What follows belongs to an exercise in optimizing a design on an open flow for small area, a short achievable clock period and few clock cycles; a production flow would make more cautious choices.
In this exercise RTL edits were held to simulation tests only and were not proved equivalent to the original.
Power is estimated from default activity; no workload was simulated.

==> flow/design.v, too long to show whole: its modules and the start of the top module <==
// module csa_fa: 10 lines
// module conv3x3_mac: 7997 lines
module conv3x3_mac #(
   parameter bit RELU = 1'b0
) (
   input  logic         i_clk,
   input  logic         i_rstn,
   input  logic [9:0]   i_num_ci,
   input  logic         i_valid,
   output logic         o_ready,
   input  logic [143:0] i_window,
   input  logic [143:0] i_weight,
   input  logic [15:0]  i_bias,
   output logic         o_valid,
   input  logic         i_ready,
   output logic [15:0]  o_data
);
  // ...
==> flow/run.sh <==
#!/bin/bash
# synth_recipe.tcl (not shown) runs the flow's synth.tcl, then flattens the netlist and writes it again
# the make line also repeats each setting of config.mk as NAME=value (left out here)
make -C /OpenROAD-flow-scripts/flow DESIGN_CONFIG=/design/flow/config.mk WORK_HOME=/design/flow/orfs CLKGATE_MAP_FILE= SYNTH_SCRIPT=/design/flow/synth_recipe.tcl finish
==> flow/config.mk <==
export PLATFORM = sky130hd
export DESIGN_NAME = conv3x3_mac
export DESIGN_NICKNAME = conv3x3_mac
export VERILOG_FILES = /design/flow/design.v
export SDC_FILE = /design/flow/constraint.sdc
export NUM_CORES = 4
export LEC_CHECK = 0
export ABC_AREA = 1
export CAP_MARGIN = 20
export CORE_MARGIN = 2
export CORE_UTILIZATION = 65
export PLACE_DENSITY = 0.72
export SETUP_SLACK_MARGIN = 4.6
export SLEW_MARGIN = 20
export SYNTH_HIERARCHICAL = 1
export SYNTH_MINIMUM_KEEP_SIZE = 0
==> flow/constraint.sdc <==
create_clock -name core_clock -period 8.0 [get_ports {i_clk}]
set_input_delay 1.6000 -clock core_clock [delete_from_list [all_inputs] [get_ports {i_clk}]]
set_output_delay 1.6000 -clock core_clock [all_outputs]
set_load 0.01 [all_outputs]
==> results.json, run 1 <==
{
  "path_cells": "inv_1, o22ai_1, xor2_1, fa_1, fa_1, fa_1",
  "synthesized_area_fraction_occupied_by_and_or_nand_nor_cells": 0.06841,
  "timing.setup.critical_path_class": "reg2reg",
  "drc": 0,
  "holdCritStartpoint": "br[11]",
  "outcome": "finished clean",
  "synthXorXnorAreaFrac": 0.1378,
  "crit_arrival_ns": 4.16,
  "initial_util": 0.6542,
  "critical_path_s_top_delay_family": "adder cells",
  "post_synth_most_frequent_cells": "1323 x fa_1, 1176 x xor2_1, 1080 x o22ai_1, 943 x dfxtp_1, 692 x inv_1",
  "fin_total_pwr_w": 0.04570,
  "power_leakage_nw": 37.58,
  "met3RoutedLength_mm": 50.94,
  "place_inst": 8976,
  "layout.comb_gates.multi_input": 5210,
  "worstPathMaxFanout": 16,
  "grt_setup_unrepaired": "false",
  "global_route.peak_usage_layer": "met2",
  "io_pins": 336,
  "final_net_count": 9250,
  "synthArstFlopShare": 0,
  "buffer_ports.inserted": 335,
  "hold_path_class": "reg2reg",
  "top_layer": "met5",
  "die_w_um": 353.8,
  "power.share.clock": 0.120,
  "synth_sequential_area_ratio": 0.2872,
  "worstRegToRegCells": 6,
  "combinational_family_with_the_most_area_after_synthesis": "adder cells",
  "net-switching-power_w": 0.02243
}
Testbench counts, summed over its fixed seeds: cycles 45,039.
==> inputs of run 2 (changes only) <==
--- a/flow/config.mk
+++ b/flow/config.mk
@@ -8,9 +8,8 @@
 export ABC_AREA = 1
 export CAP_MARGIN = 20
 export CORE_MARGIN = 2
-export CORE_UTILIZATION = 65
-export PLACE_DENSITY = 0.72
-export SETUP_SLACK_MARGIN = 4.6
+export CORE_UTILIZATION = 40
+export SETUP_SLACK_MARGIN = 4.85
 export SLEW_MARGIN = 20
 export SYNTH_HIERARCHICAL = 1
 export SYNTH_MINIMUM_KEEP_SIZE = 0
==> run 2 against run 1 <==
Still clean. Sequential cell count did not move. Global-route usage fell by 19 points. Via count fell by 1.8%. Die area rose by 62%. Count of clock-buffer cells in the layout rose by 17. Maximum frequency rose by 9.7%. Design area rose by 9.4%. Clock power rose by 6.2%. Core utilization fell by 24 points. Synthesized cell count did not move. Non-clock buffer count rose by 422. Largest power group unchanged.
==> results.json, run 2 <==
{
  "outcome": "finished clean",
  "layout_commonest_cell": "fa_1",
  "finish.utilization": 0.4916,
  "worst_setup_path_end_kind": "flip-flop",
  "post_synth_num_cell_types": 43,
  "timing.rr.start": "xr[65]",
  "synth_top_area_share": 0.3331,
  "crit_arrival_ns": 3.85,
  "fin_crit_sh": 0.4019,
  "post-dp-hpwl_mm": 256.9,
  "synth-edff-count": 132,
  "vias": 60970,
  "first_global_vias": 60510,
  "critPathRequiredTime_ns": 8.64,
  "clkSinkCount": 1075,
  "die_h_um": 449.9,
  "path_cells": "clkinvlp_4, buf_4, o22ai_1, xor2_1, fa_1, fa_2, fa_1",
  "drtIter0Drc": 7656,
  "vdd_ir_drop_max_mv": 0.7698,
  "grt_antenna_before_repair": 19,
  "timing.critical_path.from": "xr[65]",
  "grt_setup_unrepaired": "true",
  "core-area_um2": 197400,
  "die-area_um2": 202400,
  "firstDrtPassIters": 6,
  "yosys.cell_count.top_type": "fa_1",
  "synth_top_cells_by_area": "fa_1 33%, dfxtp_1 24%, xor2_1 13%, o22ai_1 8.5%, edfxtp_1 5.0%",
  "synth_ff_type": "dfxtp_1",
  "post_route_cells_drive_above_1_share": 0.1862,
  "tightestPinTransition_ns": 0.8277,
  "critical_path_s_top_delay_family": "adder cells",
  "timing.final.crit_period_ns": 3.215,
  "synthArstFlopShare": 0,
  "post_synth.cell_area_avg_um2": 10.67,
  "ctsLongestPathBuffers": 3,
  "flip_flop_count_of_the_largest_register_all_copies_and_words_added": 144,
  "drtAntennaViolNets": 0,
  "startpoint_type": "flip-flop",
  "critPathMostFrequentCell": "fa_1",
  "cts-root-buf": "clkbuf_16",
  "global_route_wire_length_before_repair_mm": 455.2,
  "cts_hold_buffers": 0,
  "routed_wire_length_per_instance_um": 30.94,
  "power_leakage_nw": 39.70,
  "rrSetupSlack_ns": 4.79,
  "die_w_um": 449.9,
  "drv_slew": 0,
  "timing.max_cap.violations": 0,
  "io_pins": 336,
  "final_hold_viol_count": 0,
  "setup_viol": 0,
  "tritoncts_clock_tree": "done",
  "clkLatencyLatePin_ns": 0.78,
  "fmax_ghz": 0.3110,
  "syn-cell-area_um2": 79520,
  "clkSlewWorstSetupHoldPaths_ns": 0.06,
  "power_per_cell_area_nw_per_um2": 469.1,
  "grt.met2_usage": 0.4892,
  "groute.usage.overall": 0.3162,
  "synth_sequential_area_ratio": 0.2872,
  "final_net_count": 9686,
  "grt.met3_usage": 0.07803,
  "htreeDepth": 3,
  "synth.net_count": 9179,
  "max-slew-margin-rel": 0.4482,
  "cp.buffers_inverters": 2,
  "overall_routed_net_length_mm": 331.2,
  "post_synth_most_frequent_cells": "1323 x fa_1, 1176 x xor2_1, 1080 x o22ai_1, 943 x dfxtp_1, 692 x inv_1",
  "grt.met1_usage": 0.3992,
  "critical_path.slowest_cell": "fa_2",
  "drc": 0,
  "numCtsBuffers": 117,
  "syn2layout_area_growth_pct": 22.03,
  "max_stage_delay_ns": 0.70,
  "timing.setup.critical_path_class": "reg2reg",
  "largest_area_contributor_in_the_netlist": "fa_1",
  "rows": 163,
  "initial_util": 0.4028,
  "hold_path_class": "reg2reg",
  "detail_route.vias_per_cell": 5.695,
  "hold_ws_ns": 0.3194,
  "finalSetupTns_ns": 0,
  "synth.ff_latch_count": 1075,
  "buffer_ports.inserted": 335,
  "clock_skews_ns": 0.02739,
  "layout_common_cells": "1251 x fa_1, 1157 x xor2_1, 1075 x o22ai_1",
  "regMostFlops": "xr",
  "gr-total-overflow": 0,
  "holdCritStartpoint": "br[7]",
  "global_route.peak_usage_layer": "met2",
  "routabilityCongestion": 1.022,
  "grt_start_max_net_pins": 81,
  "ys.warnings.count": 8,
  "worstPathMaxFanout": 6,
  "syn_inst": 7453
}
## run 2: cell counts after synthesis
No cell type changed its count.
## run 2: final cells by class
| type | count | area, µm² |
|---|---|---|
| Antenna cell | 4 | 10.01 |
| Clock buffer | 164 | 3446 |
| Clock inverter | 57 | 740.7 |
| Fill cell | 17980 | 100400 |
| Inverter | 702 | 3309 |
| Multi-Input combinational cell | 5211 | 54240 |
| Sequential cell | 1075 | 22940 |
| Tap cell | 2640 | 3303 |
| Timing Repair Buffer | 849 | 9032 |
| Timing Repair inverter | 4 | 20.02 |
## run 2: worst paths after layout
check                  end  depth (start not counted)
setup / recovery    p0_4_5                          7
hold / removal    p0_15_21                          0
setup reg to reg    p0_4_5                          7
hold reg to reg   p0_15_21                          0
## run 2: cells by family after synthesis
group / share of synthesized area
buf+inv: 0.05571
mux: 0.01005
compound gates: 0.09437
xor+xnor: 0.1378
fa+ha+maj: 0.3464
flops: 0.2872
simple gates: 0.06841
## run 2: per-layer routing
metal	wire, µm	up-vias
li1	-	25310
met1	123000	30900
met2	147700	3849
met3	34550	900
met4	25870	14
met5	91	-
## run 2: through the flow
step / total power, W / instance area [µm²] / cells / worst slack [ns]
after floorplan: 0.02344 / 79570 / 7453 / 4.726
after global placement: 0.03705 / 84770 / 10010 / 3.581
after detailed placement: 0.03758 / 84780 / 10010 / 3.611
after CTS: 0.04394 / 92190 / 10420 / 4.829
after global routing: 0.04733 / 97030 / 10700 / 4.670
final: 0.04552 / 97040 / 10710 / 4.785
## run 2: Yosys stat by module (local to each module, per instance)
module	times used	flip-flops and latches
conv3x3_mac	1	1075
csa_fa	1321	0
## run 2: what timing repair did
action,4_1_cts,5_1_grt
gates cloned,7,8
endpoints found under the hold margin,0,0
buffers inserted,181,278
pin swaps,7,93
resized for setup,311,405
setup endpoints to repair,294,169
## run 2: worst reg2reg max path, cell delays in order (launching register included)
cell	delay (ns)
dfxtp_1	0.35
clkinvlp_4	0.23
buf_4	0.22
o22ai_1	0.13
xor2_1	0.45
fa_1	0.53
fa_2	0.70
fa_1	0.47
## run 2: where the power goes
group	leakage, nW	switching [W]	internal, W	total, W
logic	28.5	0.0178	0.0122	0.0300
clock network	2.05	0.00241	0.00341	0.00583
registers	9.18	0.00151	0.00822	0.00972
==> inputs of run 3 (changes only) <==
--- a/flow/config.mk
+++ b/flow/config.mk
@@ -9,7 +9,7 @@
 export CAP_MARGIN = 20
 export CORE_MARGIN = 2
 export CORE_UTILIZATION = 40
-export SETUP_SLACK_MARGIN = 4.85
+export SETUP_SLACK_MARGIN = 4.6
 export SLEW_MARGIN = 20
 export SYNTH_HIERARCHICAL = 1
 export SYNTH_MINIMUM_KEEP_SIZE = 0
==> run 3 against run 2 <==
Synthesized cell count unchanged. Sequential power down 0.9%. Total power down 2.5%. Largest power group unchanged.
==> results.json, run 3 <==
{
  "layout_commonest_cell": "fa_1",
  "drv_slew": 0,
  "fmax_ghz": 0.2868,
  "post_synth_most_frequent_cells": "1323 x fa_1, 1176 x xor2_1, 1080 x o22ai_1, 943 x dfxtp_1, 692 x inv_1",
  "net-switching-power_w": 0.02128,
  "synth_top_cells_by_area": "fa_1 33%, dfxtp_1 24%, xor2_1 13%, o22ai_1 8.5%, edfxtp_1 5.0%",
  "numCtsBuffers": 118,
  "groute.usage.overall": 0.3074,
  "cts_hold_buffers": 0,
  "fin_total_pwr_w": 0.04440,
  "buffer_ports.inserted": 335,
  "global_route_wire_length_before_repair_mm": 443.8,
  "post_route_cells_drive_above_1_share": 0.07614,
  "core-area_um2": 197400,
  "yosys.cell_count.top_type": "fa_1",
  "max-slew-margin-rel": 0.2125,
  "detail_route.vias_per_cell": 5.740,
  "timing.max_cap.violations": 0,
  "regMostFlops": "xr",
  "power_per_cell_area_nw_per_um2": 494.5,
  "tritoncts_clock_tree": "done",
  "timing.final.crit_period_ns": 3.487,
  "grt.met1_usage": 0.3860,
  "outcome": "finished clean",
  "clkSinkCount": 1075,
  "ys.warnings.count": 8,
  "synth-edff-count": 132,
  "firstDrtPassIters": 5,
  "grt.met2_usage": 0.4737,
  "worstPathMaxFanout": 9,
  "post_synth_num_cell_types": 43,
  "setup_viol": 0,
  "synth_ff_type": "dfxtp_1",
  "grt.met3_usage": 0.07423,
  "final_hold_viol_count": 0,
  "pwr-share-comb": 0.648,
  "die-area_um2": 202400,
  "drc": 0,
  "first_global_vias": 59010,
  "syn2layout_area_growth_pct": 12.90,
  "fin_crit_sh": 0.4359,
  "power_leakage_nw": 37.54,
  "routed_wire_length_per_instance_um": 31.20,
  "ctsLongestPathBuffers": 3,
  "synthArstFlopShare": 0,
  "grt_setup_unrepaired": "true",
  "cellInternalPower_w": 0.02312,
  "post_synth.cell_area_avg_um2": 10.67,
  "synth_top_area_share": 0.3331,
  "layout_common_cells": "1316 x fa_1, 1175 x xor2_1, 1080 x o22ai_1",
  "synth.net_count": 9179,
  "clkSlewWorstSetupHoldPaths_ns": 0.06,
  "io_pins": 336,
  "synth_sequential_area_ratio": 0.2872,
  "initial_util": 0.4028,
  "grt_start_max_net_pins": 81,
  "postPlaceCellArea_um2": 84710,
  "post-dp-hpwl_mm": 251.3,
  "flip_flop_count_of_the_largest_register_all_copies_and_words_added": 144,
  "clock_skews_ns": 0.04945,
  "routabilityCongestion": 1.056,
  "power.share.clock": 0.135,
  "cts-root-buf": "clkbuf_16",
  "clkLatencyLatePin_ns": 0.80,
  "startpoint_type": "flip-flop",
  "swShare": 0.4792,
  "grt_antenna_before_repair": 12,
  "overall_routed_net_length_mm": 319.7,
  "hold_ws_ns": 0.3075,
  "rows": 163,
  "seq_power_share": 0.217,
  "htreeDepth": 3,
  "die_h_um": 449.9,
  "rrSetupSlack_ns": 4.51,
  "largest_area_contributor_in_the_netlist": "fa_1",
  "drtIter0Drc": 7674,
  "syn_inst": 7453,
  "hold_path_class": "reg2reg",
  "die_w_um": 449.9,
  "gr-total-overflow": 0,
  "tightestPinTransition_ns": 1.180,
  "worst_setup_path_end_kind": "flip-flop",
  "synth.ff_latch_count": 1075,
  "timing.setup.critical_path_class": "reg2reg",
  "syn-cell-area_um2": 79520,
  "global_route.peak_usage_layer": "met2",
  "crit_arrival_ns": 4.13,
  "critPathRequiredTime_ns": 8.65,
  "vdd_ir_drop_max_mv": 0.6639,
  "stdcell_area_um2": 89780,
  "finalSetupTns_ns": 0,
  "drtAntennaViolNets": 0,
  "final_net_count": 9226,
  "vias": 58820
}
## run 3: worst paths after layout
check | start | depth (start not counted) | end
setup / recovery | xr[80] | 6 | p0_2_1
hold / removal | f_p[0] | 0 | f_p[1]
setup reg to reg | xr[80] | 6 | p0_2_1
hold reg to reg | f_p[0] | 0 | f_p[1]
## run 3: cell families (layout without fill, tap and decap cells)
family	count (synthesis)	in the layout	synth area share
flip-flops	1075	1075	0.2872
buffers and inverters	1168	1318	0.05571
adder cells (fa/ha/maj)	1408	1408	0.3464
multiplexers	72	72	0.01005
other	0	3	0
AND/OR/NAND/NOR	1257	1258	0.06841
AO/OA/AOI/OAI	1222	1222	0.09437
XOR/XNOR	1251	1251	0.1378
## run 3: power by group through the flow
stage	Combinational (W)	Sequential, W	Clock, W
finish	0.0288	0.00963	0.00598
global route	0.0301	0.00974	0.00627
CTS	0.0276	0.00961	0.00608
detailed placement	0.0274	0.00972	0
global placement	0.0270	0.00969	0
floorplan	0.0144	0.00900	0
## run 3: worst max-delay path, stage by stage (launching register included)
cell     delay [ns]
dfxtp_1        0.56
inv_1          0.30
o22ai_1        0.26
xor2_1         0.58
fa_1           0.72
fa_1           0.49
fa_1           0.44
## run 3: per-module statistics from Yosys, one instance, submodules excluded
module       cells  cell area (µm²)  flops+latches
conv3x3_mac   6132            53080           1075
csa_fa           1            20.02              0
## run 3: metrics by stage
| step | util | instances | setup slack, ns |
|---|---|---|---|
| after floorplan | - | 7453 | 4.621 |
| after global placement | 0.4291 | 10000 | 3.442 |
| after detailed placement | 0.4291 | 10000 | 3.491 |
| after CTS | 0.4515 | 10230 | 4.605 |
| after global routing | 0.4547 | 10240 | 4.583 |
| final | 0.4548 | 10250 | 4.513 |
## run 3: layout make-up
class                      instances  area (µm²)
antenna                            3       7.507
sequential                      1075       22890
clock inverter                    76       987.2
clock buffer                     148        3301
fill                           18410      107600
timing repair buffer             392        3891
inverter                         702        2650
multi-input combinational       5211       52760
tap                             2640        3303
## run 3: repair_timing
item	CTS	global route
setup endpoints to repair	74	81
setup buffers	2	11
gates resized for setup	33	108
cloned	1	4
pin swaps	0	11
## run 3: layer usage
layer	wire (µm)	up-vias
met2	142100	3760
met1	118500	29870
met3	33200	804
met5	61	-
met4	25850	8
li1	-	24380
==> inputs of run 4 (changes only) <==
==> flow/flow/run.sh (new file) <==
#!/bin/bash
# The standard layout (the standard.sh, standard synthesis unchanged), except that the
# buffers every input and output port gets are plain buf_1 cells instead of the delay-buffer
# cell buffer_ports picks by default; repair_timing still resizes them where timing needs it.
set -euo pipefail
export BUFFER_PORTS_ARGS="-buffer_cell sky130_fd_sc_hd__buf_1"
bash standard.sh finish > standard.log 2>&1
==> flow/standard.sh (new file) <==
#!/bin/bash
# synth_recipe.tcl (not shown) runs the flow's synth.tcl, then flattens the netlist and writes it again
# the make line also repeats each setting of config.mk as NAME=value (left out here)
make -C /OpenROAD-flow-scripts/flow DESIGN_CONFIG=/design/flow/config.mk WORK_HOME=/design/flow/orfs CLKGATE_MAP_FILE= SYNTH_SCRIPT=/design/flow/synth_recipe.tcl "${@:-finish}"
removed: flow/run.sh
==> run 4 against run 3 <==
Still clean. Core utilization decreased by 1.0 points. Routed wire length increased by 1.7%. Critical path depth unchanged. Global-route usage increased by 0.74 points. Combinational power about the same. Sequential cell count unchanged. Die area unchanged. Register-to-register slack improved by 0.04 ns. Non-clock buffer count increased by 9. Maximum frequency increased by 1.3%. Synthesized cell count unchanged. Critical endpoint is now p0_4_5.
==> results.json, run 4 <==
{
  "outcome": "finished clean",
  "finish.utilization": 0.4447,
  "firstDrtPassIters": 7,
  "synthXorXnorAreaFrac": 0.1378,
  "syn-cell-area_um2": 79520,
  "first_global_vias": 59170,
  "synth_ff_type": "dfxtp_1",
  "synth_top_area_share": 0.3331,
  "vias": 58800,
  "initial_util": 0.4028,
  "grt.met3_usage": 0.07077,
  "cts_hold_buffers": 0,
  "grt.met1_usage": 0.4025,
  "ctsLongestPathBuffers": 3,
  "die_w_um": 449.9,
  "grt_start_max_net_pins": 81,
  "routabilityCongestion": 1.019,
  "grt_setup_unrepaired": "true",
  "synthArstFlopShare": 0,
  "drtIter0Drc": 7350,
  "regMostFlops": "xr",
  "overall_routed_net_length_mm": 325.0,
  "fmax_ghz": 0.2905,
  "global_route.peak_usage_layer": "met2",
  "post_synth_num_cell_types": 43,
  "synth.net_count": 9179,
  "clkSlewWorstSetupHoldPaths_ns": 0.06,
  "post-dp-hpwl_mm": 257.0,
  "swShare": 0.4832,
  "drv_slew": 0,
  "io_pins": 336,
  "detail_route.vias_per_cell": 5.734,
  "layout_commonest_cell": "fa_1",
  "seq_power_share": 0.218,
  "post_route_cells_drive_above_1_share": 0.08042,
  "stdcell_area_um2": 87790,
  "syn_inst": 7453,
  "synth-compound-area-share": 0.09437,
  "routed_wire_length_per_instance_um": 31.70,
  "worst_setup_path_end_kind": "flip-flop",
  "final_hold_viol_count": 0,
  "power_per_cell_area_nw_per_um2": 502.8,
  "clock_skews_ns": 0.06518,
  "cts-root-buf": "clkbuf_16",
  "syn2layout_area_growth_pct": 10.39,
  "rows": 163,
  "synth_top_cells_by_area": "fa_1 33%, dfxtp_1 24%, xor2_1 13%, o22ai_1 8.5%, edfxtp_1 5.0%",
  "worstPathMaxFanout": 16,
  "post_synth_most_frequent_cells": "1323 x fa_1, 1176 x xor2_1, 1080 x o22ai_1, 943 x dfxtp_1, 692 x inv_1",
  "core-area_um2": 197400,
  "power_leakage_nw": 36.54,
  "max-slew-margin-rel": 0.2358,
  "clkLatencyLatePin_ns": 0.80,
  "gr-total-overflow": 0,
  "drc": 0,
  "setup_viol": 0,
  "grt.met2_usage": 0.4874,
  "finalSetupTns_ns": 0,
  "tightestPinTransition_ns": 1.145,
  "die-area_um2": 202400,
  "layout_common_cells": "1315 x fa_1, 1172 x xor2_1, 1080 x o22ai_1",
  "ys.warnings.count": 8,
  "largest_area_contributor_in_the_netlist": "fa_1",
  "tritoncts_clock_tree": "done",
  "synth-edff-count": 132,
  "pwr-share-comb": 0.652,
  "crit_arrival_ns": 4.10,
  "critPathRequiredTime_ns": 8.65,
  "grt_antenna_before_repair": 12,
  "net-switching-power_w": 0.02133,
  "combinational_family_with_the_most_area_after_synthesis": "adder cells",
  "adder_and_majority_gate_portion_of_the_synthesized_area": 0.3464,
  "timing.final.crit_period_ns": 3.443,
  "post_synth.cell_area_avg_um2": 10.67,
  "synth.ff_latch_count": 1075,
  "startpoint_type": "flip-flop",
  "postPlaceCellArea_um2": 82630,
  "synth_sequential_area_ratio": 0.2872,
  "yosys.cell_count.top_type": "fa_1",
  "global_route_wire_length_before_repair_mm": 451.6,
  "flip_flop_count_of_the_largest_register_all_copies_and_words_added": 144,
  "timing.max_cap.violations": 0,
  "power.share.clock": 0.130,
  "final_net_count": 9233,
  "die_h_um": 449.9,
  "buffer_ports.inserted": 335,
  "filler_cell_count": 18750,
  "synth.area.mux_share": 0.01005,
  "htreeDepth": 3,
  "cellInternalPower_w": 0.02281,
  "hold_path_class": "reg2reg",
  "numCtsBuffers": 117,
  "groute.usage.overall": 0.3148,
  "vdd_ir_drop_max_mv": 0.6106,
  "clkSinkCount": 1075,
  "fin_crit_sh": 0.4304,
  "timing.setup.critical_path_class": "reg2reg",
  "drtAntennaViolNets": 0,
  "synthesized_area_fraction_occupied_by_and_or_nand_nor_cells": 0.06841
}
## run 4: power by group through the flow
| stage | Sequential [W] | Combinational [W] | Clock (W) |
|---|---|---|---|
| CTS | 0.00960 | 0.0278 | 0.00581 |
| finish | 0.00962 | 0.0288 | 0.00573 |
| floorplan | 0.00900 | 0.0144 | 0 |
| detailed placement | 0.00971 | 0.0277 | 0 |
| global placement | 0.00968 | 0.0274 | 0 |
| global route | 0.00974 | 0.0304 | 0.00602 |
## run 4: path summary, 6_finish.rpt
kind	cells past startpoint	endpoint	start	slack [ns]
worst max-delay path	6	p0_4_5	xr[68]	4.56
worst min-delay path	0	p1_14_3	p0_14_21	0.33
worst max register to register	6	p0_4_5	xr[68]	4.56
worst min register to register	0	p1_14_3	p0_14_21	0.33
## run 4: repair_timing
action,in CTS,in global routing
resized for setup,39,156
gates cloned,2,2
setup endpoints to repair,83,92
buffers inserted,5,15
pin swaps,2,9
## run 4: cells by family after synthesis
group / Yosys count
xor+xnor: 1251
buf+inv: 1168
flops: 1075
mux: 72
simple gates: 1257
compound gates: 1222
fa+ha+maj: 1408
## run 4: critical path: stages (launching register included)
cell,delay [ns]
dfxtp_1,0.29
inv_1,0.62
o22ai_1,0.20
xor2_1,0.40
fa_1,0.52
fa_1,0.77
fa_1,0.49
## run 4: routing by layer
layer	vias up	share of wire
li1	24390	-
met1	29940	0.38
met2	3659	0.45
met3	805	0.097
met4	10	0.075
met5	-	0.00019
## run 4: final cells by class
class | count | area, µm² | area share
antenna | 4 | 10.01 | 0.0001140
clock buffer | 158 | 3385 | 0.03855
multi-input combinational | 5210 | 52960 | 0.6033
timing repair buffer | 401 | 1859 | 0.02118
sequential | 1075 | 22890 | 0.2608
inverter | 702 | 2684 | 0.03057
tap | 2640 | 3303 | 0.03763
clock inverter | 64 | 693.2 | 0.007896
## run 4: per-stage QoR
stage               hold WS (ns)  setup WS [ns]  instances  power, W
CTS                       0.3205          4.601      10230   0.04320
global placement          0.3113          3.288      10000   0.03710
finish                    0.3256          4.557      10250   0.04414
global route              0.3261          4.581      10250   0.04618
detailed placement        0.3135          3.314      10000   0.03740
floorplan                 0.3096          4.621       7453   0.02343
## run 4: Yosys stat by module (local to each module, per instance)
module,flip-flops and latches,cells
conv3x3_mac,1075,6132
csa_fa,0,1
==> inputs of run 5 (changes only) <==
--- a/flow/config.mk
+++ b/flow/config.mk
@@ -9,6 +9,8 @@
 export CAP_MARGIN = 20
 export CORE_MARGIN = 2
 export CORE_UTILIZATION = 40
+export CTS_CLUSTER_DIAMETER = 60
+export CTS_CLUSTER_SIZE = 30
 export SETUP_SLACK_MARGIN = 4.6
 export SLEW_MARGIN = 20
 export SYNTH_HIERARCHICAL = 1
==> run 5 against run 4 <==
Worst setup slack lost 0.0099 ns. Sequential power is essentially flat. Critical path type unchanged. First-iteration DRC count shrank 4.9%. Combinational power is essentially flat. Clock skew shrank 0.0039 ns. Die area is the same. Critical path depth is the same.
==> results.json, run 5 <==
{
  "timing.setup.critical_path_class": "reg2reg",
  "worst_setup_path_end_kind": "flip-flop",
  "post-dp-hpwl_mm": 257.0,
  "die-area_um2": 202400,
  "cp.buffers_inverters": 1,
  "path_cells": "inv_1, o22ai_1, xor2_1, fa_1, fa_1, fa_1",
  "grt_setup_unrepaired": "true",
  "synth_ff_type": "dfxtp_1",
  "top_layer": "met5",
  "finalSetupTns_ns": 0,
  "tightestPinTransition_ns": 1.185,
  "critical_path_s_top_delay_family": "adder cells",
  "power_leakage_nw": 36.23,
  "post_route_cells_drive_above_1_share": 0.07459,
  "post_synth.cell_area_avg_um2": 10.67,
  "clock_skews_ns": 0.06130,
  "die_w_um": 449.9,
  "vdd_ir_drop_max_mv": 0.5999,
  "layout_common_cells": "1318 x fa_1, 1173 x xor2_1, 1080 x o22ai_1",
  "clkSinkCount": 1075,
  "place_inst": 10000,
  "met3RoutedLength_mm": 30.45,
  "fin_crit_sh": 0.4316,
  "hold_path_class": "reg2reg",
  "largest_area_contributor_in_the_netlist": "fa_1",
  "critical_path.slowest_cell": "fa_1",
  "synth-edff-count": 132,
  "synth_top_area_share": 0.3331,
  "io_pins": 336,
  "drtIter0Drc": 6990,
  "final_net_count": 9208,
  "post_synth_most_frequent_cells": "1323 x fa_1, 1176 x xor2_1, 1080 x o22ai_1, 943 x dfxtp_1, 692 x inv_1",
  "critPathMostFrequentCell": "fa_1",
  "tritoncts_clock_tree": "done",
  "first_global_vias": 58890,
  "finish.utilization": 0.4413,
  "rows": 163,
  "buffer_ports.inserted": 335,
  "yosys.cell_count.top_type": "fa_1",
  "synth.ff_latch_count": 1075,
  "flip_flop_count_of_the_largest_register_all_copies_and_words_added": 144,
  "routed_wire_length_per_instance_um": 31.68,
  "core-area_um2": 197400,
  "ctsLongestPathBuffers": 3,
  "die_h_um": 449.9,
  "numCtsBuffers": 93,
  "max_stage_delay_ns": 0.77,
  "initial_util": 0.4028,
  "cts-root-buf": "clkbuf_16",
  "critPathRequiredTime_ns": 8.63,
  "htreeDepth": 3,
  "timing.final.crit_period_ns": 3.453,
  "stdcell_area_um2": 87110,
  "vias": 58440,
  "syn_inst": 7453,
  "fmax_ghz": 0.2896,
  "overall_routed_net_length_mm": 323.4,
  "synthArstFlopShare": 0,
  "wl_met1_mm": 123.8,
  "timing.max_cap.violations": 0,
  "syn-cell-area_um2": 79520,
  "met2RoutedLength_mm": 144.7,
  "cts_hold_buffers": 0,
  "global_route_wire_length_before_repair_mm": 449.1,
  "clkSlewWorstSetupHoldPaths_ns": 0.08,
  "post_synth_num_cell_types": 43,
  "grt_antenna_before_repair": 10,
  "worstPathMaxFanout": 16,
  "grt_start_max_net_pins": 81,
  "power_per_cell_area_nw_per_um2": 498.9,
  "clkLatencyLatePin_ns": 0.79,
  "synth_sequential_area_ratio": 0.2872,
  "fin_total_pwr_w": 0.04346,
  "filler_cell_count": 18760,
  "crit_arrival_ns": 4.09,
  "postPlaceCellArea_um2": 82630,
  "detail_route.vias_per_cell": 5.724,
  "layout_commonest_cell": "fa_1",
  "firstDrtPassIters": 7,
  "synth.net_count": 9179,
  "final_hold_viol_count": 0,
  "drtAntennaViolNets": 0,
  "syn2layout_area_growth_pct": 9.547,
  "drv_slew": 0,
  "startpoint_type": "flip-flop",
  "routabilityCongestion": 1.019,
  "max-slew-margin-rel": 0.2089,
  "setup_viol": 0,
  "regMostFlops": "xr",
  "outcome": "finished clean",
  "ys.warnings.count": 8,
  "drc": 0,
  "groute.usage.overall": 0.3132,
  "synth_top_cells_by_area": "fa_1 33%, dfxtp_1 24%, xor2_1 13%, o22ai_1 8.5%, edfxtp_1 5.0%",
  "gr-total-overflow": 0,
  "stdcell_count": 10210
}
run 5: cell counts after synthesis:
Identical to the previous run, type by type.
run 5: where the power goes:
group / switching, W / total, W / leakage, nW / internal [W]
registers: 0.00141 / 0.00961 / 9.17 / 0.00820
clock network: 0.00264 / 0.00514 / 1.69 / 0.00251
logic: 0.0174 / 0.0287 / 25.4 / 0.0113
total: 0.0214 / 0.0435 / 36.2 / 0.0220
run 5: cell families after synthesis:
logic type,Yosys count,share of synthesized area
adders and majority gates,1408,0.3464
AOI/OAI and AO/OA,1222,0.09437
muxes,72,0.01005
buffers and inverters,1168,0.05571
xor gates and xnor gates,1251,0.1378
and+or+nand+nor,1257,0.06841
DFF,1075,0.2872
run 5: layout make-up:
type / instances / area, µm² / area share
Tap cell: 2640 / 3303 / 0.03792
Sequential cell: 1075 / 22890 / 0.2627
Inverter: 702 / 2669 / 0.03064
Timing Repair Buffer: 399 / 1852 / 0.02126
Antenna cell: 8 / 20.02 / 0.0002298
Multi-Input combinational cell: 5211 / 52860 / 0.6068
Clock buffer: 101 / 2440 / 0.02801
Clock inverter: 73 / 1080 / 0.01240
run 5: repair_timing:
action                     in CTS  in global routing
gates cloned                    2                  2
buffers inserted                5                 14
pin swaps                       0                  7
resized for setup              36                140
setup endpoints to repair      84                 90
run 5: final timing paths:
check	depth (start not counted)	startpoint	endpoint	slack (ns)
min	0	f_p[0]	f_p[1]	0.33
min reg2reg	0	f_p[0]	f_p[1]	0.33
max reg2reg	6	xr[68]	p0_4_5	4.55
max	6	xr[68]	p0_4_5	4.55
run 5: per-layer routing:
layer	GRT usage	vias up
met5	0	-
met4	0.1871	6
met3	0.06801	769
met2	0.4864	3541
met1	0.4010	29770
li1	-	24350
run 5: modules after synthesis (local to each module, per instance):
module	cells inside	area (µm²)	times used	flip-flops and latches
conv3x3_mac	6132	53080	1	1075
csa_fa	1	20.02	1321	0
run 5: metrics by stage:
stage               hold slack [ns]  worst slack [ns]
detailed placement           0.3135             3.314
global placement             0.3113             3.288
global route                 0.3309             4.590
CTS                          0.3169             4.597
finish                       0.3292             4.547
floorplan                    0.3096             4.621

==> static timing again, ports no longer ideal <==
How much do the figures lean on ideal ports? The routed layouts below were timed once more, with nothing changed but the port constraints. Step 1 assumes that a clkbuf_16 drives the clock port and a buf_2 every other input. Step 2 times the ports against the registers' clock, not the clock port: input delays grow and output delays shrink by t, the midpoint of the rising clock arrivals with the driver on. Three values: ideal ports, drivers, drivers and shift; two values: the first two.
| run | t, ns | slack for setup (ns) | worst data-port slew with drivers (ns) |
|---|---|---|---|
| run 1 | 0.839 | 4.473 / 4.473 / 3.844 | 0.07 |
| run 2 | 0.863 | 4.785 / 4.785 / 4.140 | 0.09 |
| run 3 | 0.863 | 4.513 / 4.513 / 3.896 | 0.10 |
| run 4 | 0.863 | 4.557 / 4.557 / 4.004 | 0.09 |
| run 5 | 0.855 | 4.547 / 4.547 / 3.994 | 0.09 |
After both steps setup and hold are still met in every run listed. For run 2, which loses most, drivers alone change the setup slack by 0.000 ns; drivers and shift together by -0.645 ns.
